What follows belongs to an exercise in optimizing a design on an open flow for a short achievable clock period and few clock cycles; a production flow would make more cautious choices.
Function was checked by simulation only, so behaviour that the tests miss may differ from the original.
No activity file was given, so power comes from the tool's default toggle rates.

**config.mk**
```make
export PLATFORM = sky130hd
export DESIGN_NAME = cpuTop
export DESIGN_NICKNAME = cpuTop
export VERILOG_FILES = /design/flow/design.v
export SDC_FILE = /design/flow/constraint.sdc
export NUM_CORES = 4
export LEC_CHECK = 0
export CAP_MARGIN = 20
export CORE_MARGIN = 2
export CORE_UTILIZATION = 40
export CTS_CLUSTER_DIAMETER = 100
export CTS_CLUSTER_SIZE = 20
export PLACE_DENSITY = 0.6
export SETUP_SLACK_MARGIN = 3.6
export SLEW_MARGIN = 20
export TNS_END_PERCENT = 30
```
**constraint.sdc**
```tcl
create_clock -name core_clock -period 7.0 [get_ports {CLK}]
set_input_delay 1.4000 -clock core_clock [delete_from_list [all_inputs] [get_ports {CLK}]]
set_output_delay 1.4000 -clock core_clock [all_outputs]
set_load 0.01 [all_outputs]
```
**design.v**
```verilog
`timescale 1ns/1ps
package cpuPkg;
    typedef logic [7:0]  data_t;
    typedef logic [7:0]  addr_t;
    typedef logic [15:0] instr_t;
    typedef logic [1:0]  regIdx_t;
    typedef logic [3:0]  flags_t;
    localparam int FLAG_Z = 3;
    localparam int FLAG_C = 2;
    localparam int FLAG_N = 1;
    localparam int FLAG_O = 0;
    localparam int MEM_DEPTH = 256;
    localparam int NUM_REGS  = 4;
    localparam int OPC_HI   = 15;
    localparam int OPC_LO   = 12;
    localparam int MODE_BIT = 10;   
    localparam int DST_HI   = 9;
    localparam int DST_LO   = 8;
    localparam int SRC1_HI  = 5;
    localparam int SRC1_LO  = 4;
    localparam int SRC2_HI  = 1;
    localparam int SRC2_LO  = 0;
    localparam int IMM_HI   = 7;
    localparam int IMM_LO   = 0;
    function automatic logic [15:0] predec(input addr_t a);
        for (int l = 0; l < 4; l++) begin
            for (int j = 0; j < 4; j++) begin
                predec[4*l + j] = (a[2*l +: 2] == j[1:0]);
            end
        end
    endfunction
    function automatic addr_t swizzle(input addr_t a);
        swizzle = {a[7], a[5], a[6], a[4], a[3], a[1], a[2], a[0]};
    endfunction
    function automatic addr_t swizzleC(input addr_t a);
        swizzleC = {a[7], a[3], a[6], a[2], a[5], a[1], a[4], a[0]};
    endfunction
endpackage
`timescale 1ns/1ps
module regFile (
    input  logic  CLK,
    input  logic  rstN_i,
    input  logic  we_i,
    input  cpuPkg::regIdx_t wIdx_i,
    input  cpuPkg::data_t   wData_i,
    input  cpuPkg::regIdx_t aIdx_i,
    input  cpuPkg::regIdx_t bIdx_i,
    input  cpuPkg::regIdx_t dIdx_i,
    output cpuPkg::data_t   a_o,
    output cpuPkg::data_t   b_o,
    output cpuPkg::data_t   d_o
);
    cpuPkg::data_t regs [cpuPkg::NUM_REGS];
    always_ff @(posedge CLK) begin
        if (!rstN_i) begin
            for (int i = 0; i < cpuPkg::NUM_REGS; i++) begin
                regs[i] <= '0;
            end
        end else if (we_i) begin
            regs[wIdx_i] <= wData_i;
        end
    end
    assign a_o = regs[aIdx_i];
    assign b_o = regs[bIdx_i];
    assign d_o = regs[dIdx_i];
endmodule
`timescale 1ns/1ps
module alu (
    input  logic [3:0]     opc_i,
    input  cpuPkg::data_t  a_i,
    input  cpuPkg::data_t  b_i,
    input  cpuPkg::flags_t flags_i,
    output cpuPkg::data_t  result_o,
    output cpuPkg::flags_t flags_o
);
    logic [8:0] sum;
    logic [8:0] diff;
    cpuPkg::data_t res;
    assign sum  = {1'b0, a_i} + {1'b0, b_i};
    assign diff = {1'b0, a_i} - {1'b0, b_i};
    always_comb begin
        flags_o = flags_i;
        case (opc_i)
            4'h0: res = a_i & b_i;
            4'h1: res = a_i | b_i;
            4'h2: res = ~a_i;
            4'h3: begin
                res = sum[7:0];
                flags_o[cpuPkg::FLAG_C] = sum[8];
                flags_o[cpuPkg::FLAG_O] = (a_i[7] == b_i[7]) && (sum[7] != a_i[7]);
            end
            4'h4: begin
                res = diff[7:0];
                flags_o[cpuPkg::FLAG_C] = diff[8];
                flags_o[cpuPkg::FLAG_O] = (a_i[7] != b_i[7]) && (diff[7] != a_i[7]);
            end
            4'h5: begin
                res = a_i >> 1;
                flags_o[cpuPkg::FLAG_C] = a_i[0];
            end
            4'h6: begin
                res = a_i << 1;
                flags_o[cpuPkg::FLAG_C] = a_i[7];
            end
            default: res = a_i;
        endcase
        flags_o[cpuPkg::FLAG_Z] = (res == '0);
        flags_o[cpuPkg::FLAG_N] = res[7];
    end
    assign result_o = res;
endmodule
`timescale 1ns/1ps
module addrUnit (
    input  logic  CLK,
    input  logic  rstN_i,
    input  logic  taken_i,
    input  cpuPkg::addr_t target_i,
    output cpuPkg::addr_t pc_o,
    output cpuPkg::addr_t pc1_o,
    output cpuPkg::addr_t pcN_o         
);
    cpuPkg::addr_t pcNext, pc1Next;
    always_comb begin
        if (!rstN_i) begin
            pcNext  = 8'd2;    
            pc1Next = 8'd3;
        end else if (taken_i) begin
            pcNext  = target_i + 8'd2;
            pc1Next = target_i + 8'd3;
        end else begin
            pcNext  = pc_o + 8'd2;
            pc1Next = pc1_o + 8'd2;
        end
    end
    always_ff @(posedge CLK) begin
        pc_o      <= pcNext;
        pc1_o     <= pc1Next;
        pcN_o  <= ~pcNext;
    end
endmodule
`timescale 1ns/1ps
module dataMem (
    input  logic  CLK,
    input  logic  rstN_i,
    input  logic        stWe_i,       
    input  logic [15:0] stSel_i,      
    input  cpuPkg::data_t wData_i,
    input  logic  progWe_i,
    input  cpuPkg::addr_t progAddr_i,
    input  cpuPkg::data_t progData_i,
    input  cpuPkg::addr_t a_i,        
    input  cpuPkg::addr_t aN_i,       
    input  cpuPkg::addr_t b_i,        
    input  cpuPkg::addr_t bN_i,       
    output cpuPkg::data_t ra0_o,      
    output cpuPkg::data_t ra1_o,      
    output cpuPkg::data_t rb0_o,      
    output cpuPkg::data_t rb1_o,      
    output cpuPkg::data_t m0_o,       
    output cpuPkg::data_t m1_o        
);
    cpuPkg::data_t mem [cpuPkg::MEM_DEPTH];
    logic [3:0]    stGo;
    logic [255:0]  stHit;
    logic [15:0]   ldHi, ldLo;
    cpuPkg::data_t wrData;
    always_comb begin
        for (int j = 0; j < 4; j++) begin
            stGo[j] = rstN_i && stWe_i && stSel_i[12 + j];
        end
        for (int i = 0; i < 256; i++) begin
            stHit[i] = stSel_i[0 + {i[4], i[0]}] && stSel_i[4 + {i[5], i[1]}]
                    && stSel_i[8 + {i[6], i[2]}] && stGo[{i[7], i[3]}];
        end
        for (int j = 0; j < 16; j++) begin
            ldHi[j] = !rstN_i && progWe_i && (progAddr_i[7:4] == j[3:0]);
            ldLo[j] = (progAddr_i[3:0] == j[3:0]);
        end
    end
    assign wrData = rstN_i ? wData_i : progData_i;
    always_ff @(posedge CLK) begin
        for (int i = 0; i < 256; i++) begin
            if (stHit[i] || (ldHi[i / 16] && ldLo[i % 16])) begin
                mem[i] <= wrData;
            end
        end
    end
    logic [2047:0] flat, rot;
    always_comb begin
        for (int i = 0; i < 256; i++) begin
            flat[i*8 +: 8] = mem[i];
            rot[i*8 +: 8]  = mem[(i + 1) % 256];
        end
    end
    muxTree uRa0 (.d_i(flat), .sel_i(a_i),   .q_o(ra0_o));
    muxTree uRa1 (.d_i(rot),  .sel_i(~aN_i), .q_o(ra1_o));
    muxTree uRb0 (.d_i(flat), .sel_i(b_i),   .q_o(rb0_o));
    muxTree uRb1 (.d_i(rot),  .sel_i(~bN_i), .q_o(rb1_o));
    assign m0_o = (progWe_i && progAddr_i == 8'd0) ? progData_i : mem[0];
    assign m1_o = (progWe_i && progAddr_i == 8'd1) ? progData_i : mem[1];
endmodule
module muxTree (
    input  logic [2047:0] d_i,
    input  cpuPkg::addr_t sel_i,
    output cpuPkg::data_t q_o
);
    logic [2047:0] lvl [9];
    assign lvl[0] = d_i;
    genvar k, n;
    generate
        for (k = 0; k < 8; k++) begin : gLvl
            for (n = 0; n < (128 >> k); n++) begin : gNode
                assign lvl[k+1][n*8 +: 8] = sel_i[k] ? lvl[k][(2*n+1)*8 +: 8] : lvl[k][(2*n)*8 +: 8];
            end
            assign lvl[k+1][2047 : (128 >> k)*8] = '0;
        end
    endgenerate
    assign q_o = lvl[8][7:0];
endmodule
`timescale 1ns/1ps
module ctrlUnit (
    input  logic   CLK,
    input  logic   rstN_i,
    input  cpuPkg::instr_t rstInstr_i,   
    input  cpuPkg::instr_t seqInstr_i,   
    input  cpuPkg::instr_t tgtInstr_i,   
    input  cpuPkg::addr_t  pc_i,
    input  cpuPkg::addr_t  pc1_i,        
    input  cpuPkg::data_t  stData_i,
    input  logic           z_i,          
    output cpuPkg::instr_t ir_o,
    output cpuPkg::instr_t irNext_o,
    output cpuPkg::instr_t runNext_o,    
    output cpuPkg::addr_t  immN_o,       
    output logic [15:0]    immSelC_o,    
    output logic   taken_o,
    output logic   isSt_o
);
    logic [3:0] opc;
    logic [7:0] imm;
    logic       hitHi, hitLo;
    cpuPkg::instr_t runNext;
    cpuPkg::instr_t irNext;
    assign opc = ir_o[15:12];
    assign imm = ir_o[7:0];
    assign taken_o = (opc == 4'h9) || ((opc == 4'hA) && !z_i);
    assign isSt_o  = (opc == 4'hD);
    assign hitHi = isSt_o && (imm == pc_i);
    assign hitLo = isSt_o && (imm == pc1_i);
    always_comb begin
        if (taken_o) begin
            runNext = tgtInstr_i;
        end else begin
            runNext[15:8] = hitHi ? stData_i : seqInstr_i[15:8];
            runNext[7:0]  = hitLo ? stData_i : seqInstr_i[7:0];
        end
    end
    assign irNext   = rstN_i ? runNext : rstInstr_i;
    assign irNext_o  = irNext;
    assign runNext_o = runNext;
    always_ff @(posedge CLK) begin
        ir_o       <= irNext;
        immN_o     <= ~irNext[7:0];
        immSelC_o  <= cpuPkg::predec(cpuPkg::swizzleC(irNext[7:0]));
    end
endmodule
`timescale 1ns/1ps
module cpuTop (
    input  logic   CLK,
    input  logic   rstN_i,
    input  logic   progWe_i,
    input  cpuPkg::addr_t  progAddr_i,
    input  cpuPkg::data_t  progData_i,
    output logic   memWe_o,
    output cpuPkg::addr_t  memAddr_o,
    output cpuPkg::data_t  memWData_o,
    output cpuPkg::flags_t flags_o,
    output logic   instrDone_o
);
    cpuPkg::instr_t ir;
    cpuPkg::instr_t irNext;
    cpuPkg::instr_t runNext;
    cpuPkg::addr_t  immN;
    logic [15:0]    immSelC;
    logic [3:0]     opc;
    cpuPkg::data_t  imm;
    cpuPkg::addr_t  pc, pc1;
    cpuPkg::addr_t  pcN;
    logic           taken;
    logic           isSt;
    cpuPkg::data_t  seqHi, seqLo, tgtHi, tgtLo, m0, m1;
    cpuPkg::data_t  opA, opB, opD;
    cpuPkg::data_t  aluRes;
    cpuPkg::flags_t aluFlags;
    cpuPkg::flags_t flagReg;
    cpuPkg::flags_t outFlags;
    logic           outDone;
    logic           flagWe;
    logic           rfWe;
    cpuPkg::data_t  rfWData;
    cpuPkg::data_t  outData;
    cpuPkg::addr_t  outAddr;
    logic           outWe;
    assign opc = ir[15:12];
    assign imm = ir[7:0];
    ctrlUnit uCtrl (
        .CLK        (CLK),
        .rstN_i     (rstN_i),
        .rstInstr_i ({m0, m1}),
        .seqInstr_i ({seqHi, seqLo}),
        .tgtInstr_i ({tgtHi, tgtLo}),
        .pc_i       (pc),
        .pc1_i      (pc1),
        .stData_i   (opD),
        .z_i        (flagReg[cpuPkg::FLAG_Z]),
        .ir_o       (ir),
        .irNext_o   (irNext),
        .runNext_o  (runNext),
        .immN_o     (immN),
        .immSelC_o  (immSelC),
        .taken_o    (taken),
        .isSt_o     (isSt)
    );
    addrUnit uAddr (
        .CLK      (CLK),
        .rstN_i   (rstN_i),
        .taken_i  (taken),
        .target_i (imm),
        .pc_o      (pc),
        .pc1_o     (pc1),
        .pcN_o      (pcN)
    );
    regFile uRegFile (
        .CLK     (CLK),
        .rstN_i  (rstN_i),
        .we_i    (rfWe),
        .wIdx_i  (ir[9:8]),
        .wData_i (rfWData),
        .aIdx_i  (ir[5:4]),
        .bIdx_i  (ir[1:0]),
        .dIdx_i  (ir[9:8]),
        .a_o     (opA),
        .b_o     (opB),
        .d_o     (opD)
    );
    alu uAlu (
        .opc_i    (opc),
        .a_i      (opA),
        .b_i      (opB),
        .flags_i  (flagReg),
        .result_o (aluRes),
        .flags_o  (aluFlags)
    );
    always_comb begin
        rfWe    = 1'b0;
        rfWData = aluRes;
        case (opc)
            4'h0, 4'h1, 4'h2, 4'h3, 4'h4, 4'h5, 4'h6, 4'hB: rfWe = 1'b1;
            4'h7: begin rfWe = 1'b1; rfWData = opD + 8'd1; end
            4'h8: begin rfWe = 1'b1; rfWData = opD - 8'd1; end
            4'hC: begin rfWe = 1'b1; rfWData = ir[cpuPkg::MODE_BIT] ? imm : tgtHi; end
            default: ;
        endcase
    end
    always_comb begin
        case (opc)
            4'h0, 4'h1, 4'h2, 4'h3, 4'h4, 4'h5, 4'h6, 4'hB: flagWe = 1'b1;
            default: flagWe = 1'b0;
        endcase
    end
    always_ff @(posedge CLK) begin
        if (!rstN_i) begin
            flagReg <= '0;
        end else if (flagWe) begin
            flagReg <= aluFlags;
        end
    end
    dataMem uMem (
        .CLK        (CLK),
        .rstN_i     (rstN_i),
        .stWe_i     (isSt),
        .stSel_i    (immSelC),
        .wData_i    (opD),
        .progWe_i   (progWe_i),
        .progAddr_i (progAddr_i),
        .progData_i (progData_i),
        .a_i        (pc),
        .aN_i       (pcN),
        .b_i        (imm),
        .bN_i       (immN),
        .ra0_o      (seqHi),
        .ra1_o      (seqLo),
        .rb0_o      (tgtHi),
        .rb1_o      (tgtLo),
        .m0_o       (m0),
        .m1_o       (m1)
    );
    always_ff @(posedge CLK) begin
        outDone  <= rstN_i;
        outWe    <= rstN_i && isSt;
        outAddr  <= imm;
        outData  <= opD;
        outFlags <= rstN_i ? flagReg : 4'd0;
    end
    assign memWe_o     = outWe;
    assign memAddr_o   = outAddr;
    assign memWData_o  = outData;
    assign flags_o     = outFlags;
    assign instrDone_o = outDone;
endmodule
```
**run.sh**
```bash
#!/bin/bash
# synth_recipe.tcl (not shown) runs the flow's synth.tcl, then flattens the netlist and writes it again
# the make line also repeats each setting of config.mk as NAME=value (left out here)
make -C /OpenROAD-flow-scripts/flow DESIGN_CONFIG=/design/flow/config.mk WORK_HOME=/design/flow/orfs CLKGATE_MAP_FILE= SYNTH_SCRIPT=/design/flow/synth_recipe.tcl finish
```
==> impl_metrics.py <==
metrics = {
    "routing": {
        "met1_length_mm": 199,
        "first_iter_violations": 19792,
        "wl_per_cell_um": 52.3,
        "vias_per_cell": 8.13,
        "top_layer_used": "met5",
        "wl_met2_mm": 261,
        "wl_met3_mm": 110,
        "first_pass_iters": 9,
        "wirelength_mm": 627,
        "final_antenna_net_count": 0,
        "drc": 0,
        "vias": 97512,
    },
    "logic_synthesis": {
        "yosysMostFrequentCell": "mux4_2",
        "synth_cells": 7170,
        "postSynthAreaPerCell_sq_um": 18.7,
        "post_synth_num_cell_types": 88,
        "synth_area_leaders": "edfxtp_1 (46%), mux4_2 (40%), mux2i_1 (1.4%)",
        "syn_nets": 7225,
        "synthTopCellsByCount": "mux4_2 (2413), edfxtp_1 (2080), clkbuf_1 (353), o22ai_1 (298), buf_2 (230)",
        "ys_ff_latch": 2170,
        "synth_async_sr_flop_share_pct": 0,
        "synth-warning-count": 9,
        "synth_edf_count": 2080,
        "synth_seq_area_share_pct": 47.8,
        "synth.largest_area_cell": "edfxtp_1",
        "synth.cell_area_sq_um": 134000,
        "synth_flop_cell": "edfxtp_1",
        "netlist.area_leader.share_pct": 46.5,
    },
    "global_routing": {
        "antenna_found_initial": 63,
        "grt_pass1_vias": 90502,
        "track_usage_pct": 35.9,
        "grt_overflow": 0,
        "grt_pass1_wl_mm": 825,
        "grt_start_max_net_pins": 152,
    },
    "final_layout": {
        "nFillCells": 27316,
        "fin_nets": 7537,
        "drive_gt1_share_pct": 51.9,
        "fin_util_pct": 46.8,
        "post-route-cell-area_sq_um": 156000,
        "area_growth_syn_to_layout_pct": 16.2,
        "seqCellArea_sq_um": 64400,
        "multi_input_area_sq_um": 69400,
    },
    "timing": {
        "setup_violations": 0,
        "skew_ns": 0.0692,
        "min_period_over_period_pct": 58.6,
        "hold_viol_final": 0,
        "rsz0062_at_grt": "true",
        "fmax_mhz": 244,
        "slew_headroom_pct": 17.0,
        "post-route-min-period_ns": 4.11,
        "fin_tns_setup_ns": 0,
        "hold_ws_ns": 0.460,
        "slew_viol_final": 0,
        "tightest_slew_ns": 1.24,
    },
    "pwr": {
        "powerDensity_nw_per_um2": 434,
        "power_mw": 67.8,
        "peakVddDrop_mv": 0.322,
        "p_leak_nw": 48.5,
    },
    "critical_path": {
        "start_kind": "register",
        "crit_fanout": 5,
        "cp_data_arrival_time_ns": 4.78,
        "path_class": "reg2reg",
        "cp.required_ns": 7.67,
        "critPathMaxStageDelay_ns": 0.55,
        "cp_top_family": "multiplexers",
        "cpMostUsedCell": "buf_12",
        "worstPathCellList": "buf_12 > buf_16 > buf_12 > buf_12 > buf_12 > mux4_2 > mux4_2 > mux4_2 > mux2_4 > a211oi_4 > o221ai_2 > nor2b_2",
        "endpoint_kind": "register",
        "crit_path_top_delay_cell": "mux4_2",
        "cp_num_buf_inv": 5,
    },
    "flow_run": {
        "max_cap_viol_count": 0,
    },
    "clock_tree": {
        "cts_buffer_depth": 4,
        "clk_pin_slew_ns": 0.10,
        "cts_hold_buffers": 0,
        "root_buffer": "clkbuf_16",
        "cts_tree": "built",
        "cts_max_level": 4,
        "clock_latency_ns": 0.94,
        "cts.sinks": 2170,
        "cts_buffers": 139,
    },
    "hold_path": {
        "hold_class": "reg2reg",
    },
    "die": {
        "dieArea_sq_um": 341000,
        "core-area_sq_um": 334000,
        "die_w_um": 584,
        "fp-row-count": 212,
        "fp.dieH_um": 584,
        "start_util_pct": 40.3,
        "io_pins": 41,
    },
    "run_status": {
        "status": "timing/DRC/antenna clean",
    },
    "placement": {
        "dp_hpwl_mm": 388,
        "port_buffers": 40,
        "dpl-instance-area_sq_um": 141000,
        "gp_congestion": 1.06,
    },
}
==> per-stage QoR <==
| stage | worst slack, ns | instances |
|---|---|---|
| detailed placement | 1.57 | 11272 |
| CTS | 3.07 | 11800 |
| finish | 2.89 | 11994 |
| global route | 2.93 | 11961 |
| global placement | 1.60 | 11271 |
| floorplan | 2.70 | 7170 |
==> worst paths after layout <==
kind | start | end | slack, ns | depth (start not counted)
min reg2reg | flagReg[0]$_SDFFE_PN0P_ | outFlags[0]$_SDFF_PN0_ | 0.46 | 1
min | flagReg[0]$_SDFFE_PN0P_ | outFlags[0]$_SDFF_PN0_ | 0.46 | 1
max | uCtrl.ir_o[0]$_DFF_P_ | uRegFile.regs[0][3]$_SDFFCE_PN0P_ | 2.89 | 12
max reg2reg | uCtrl.ir_o[0]$_DFF_P_ | uRegFile.regs[0][3]$_SDFFCE_PN0P_ | 2.89 | 12
==> state kept, by name (all words and copies together), names as in the netlist <==
register / flops
uCtrl.immSelC_o: 16
outAddr: 8
flagReg: 4
uAddr.pc1_o: 8
outWe: 1
flagWe: 1
uRegFile.regs: 32
uAddr.pcN_o: 8
uCtrl.ir_o: 15
uCtrl.immN_o: 8
uAddr.pc_o: 8
outFlags: 4
uMem.mem: 2048
outDone: 1
outData: 8
==> cells by family after synthesis <==
| family | Yosys count | share of synthesized area [%] |
|---|---|---|
| mux | 2650 | 42.2 |
| flops | 2170 | 47.8 |
| buf+inv | 828 | 2.97 |
| compound gates | 798 | 4.02 |
| simple gates | 643 | 2.33 |
| xor+xnor | 45 | 0.293 |
| fa+ha+maj | 36 | 0.352 |
==> layout by cell type (no fill, tap or decap), types with 45 or more instances in the layout <==
cell type  synthesis  layout
a21oi_1          114      84
buf_12             4     150
buf_16             0     107
buf_4             55     504
buf_6             23      56
clkbuf_1         353      51
clkbuf_16          0     164
dfxtp_1           90      61
diode_2            0      50
edfxtp_1        2080    2080
inv_1             55      48
mux2i_1          190     177
mux4_2          2413    2413
nand2_1          199     164
nand3_1          120     108
nor2_1           118      99
o221ai_1          56      45
o22ai_1          298     201
o22ai_4            0      81
==> power by group <==
part           total [mW]  switching [mW]  internal, mW
clock network        8.73            4.77          3.96
registers            17.0           0.872          16.1
logic                42.1            24.5          17.6
==> layer usage <==
metal  up-vias  GRT usage, %
li1      33074             -
met1     51183          43.7
met2     10924          50.3
met3      2281          17.4
met4        50          23.6
met5         -          2.27
==> area by class of cell <==
cell class              count  share of cell area, %
clock buffers             197                   2.45
diodes                     50                 0.0801
repair buffers            929                   8.00
multi-input cells        4175                   44.4
well taps                4387                   3.52
flip-flops and latches   2170                   41.2
repair inverters            1                0.00561
inverters                  66                  0.176
clock inverters            19                  0.151
==> timing repair <==
item,in CTS,in global routing
gates cloned,78,25
buffers inserted,234,118
resized for setup,571,191
pin swaps,117,93
setup endpoints to repair,2331,2344
Testbench counts, summed over its fixed seeds: cycles 49,679.

## port drivers added, routing unchanged
No port has a modelled driver above. Below, the same layout with a new extraction and two added sets of constraints.
Step 1 (the two cells are an assumption about what drives the block):
set clk [get_ports {CLK}]
set_driving_cell -lib_cell sky130_fd_sc_hd__clkbuf_16 $clk
set_driving_cell -lib_cell sky130_fd_sc_hd__buf_2 [delete_from_list [all_inputs] $clk]
Step 2, shift: input delay + t, output delay - t, t = (earliest + latest rising clock arrival at the registers) / 2. This alone moves slack from input paths to output paths.
a / b / c = ideal / step 1 / step 2; a / b = the first two.
shift t [ns]: 1.000
setup WS [ns]: 2.895 / 2.895 / 2.356
worst setup path after step 2: input to register
worst register clock-pin slew, ns: 0.11 / 0.11
worst data-port slew with drivers (ns): 0.20
After both steps setup and hold are still met in this run. For this run, drivers alone change the setup slack by 0.000 ns; drivers and shift together by -0.539 ns.
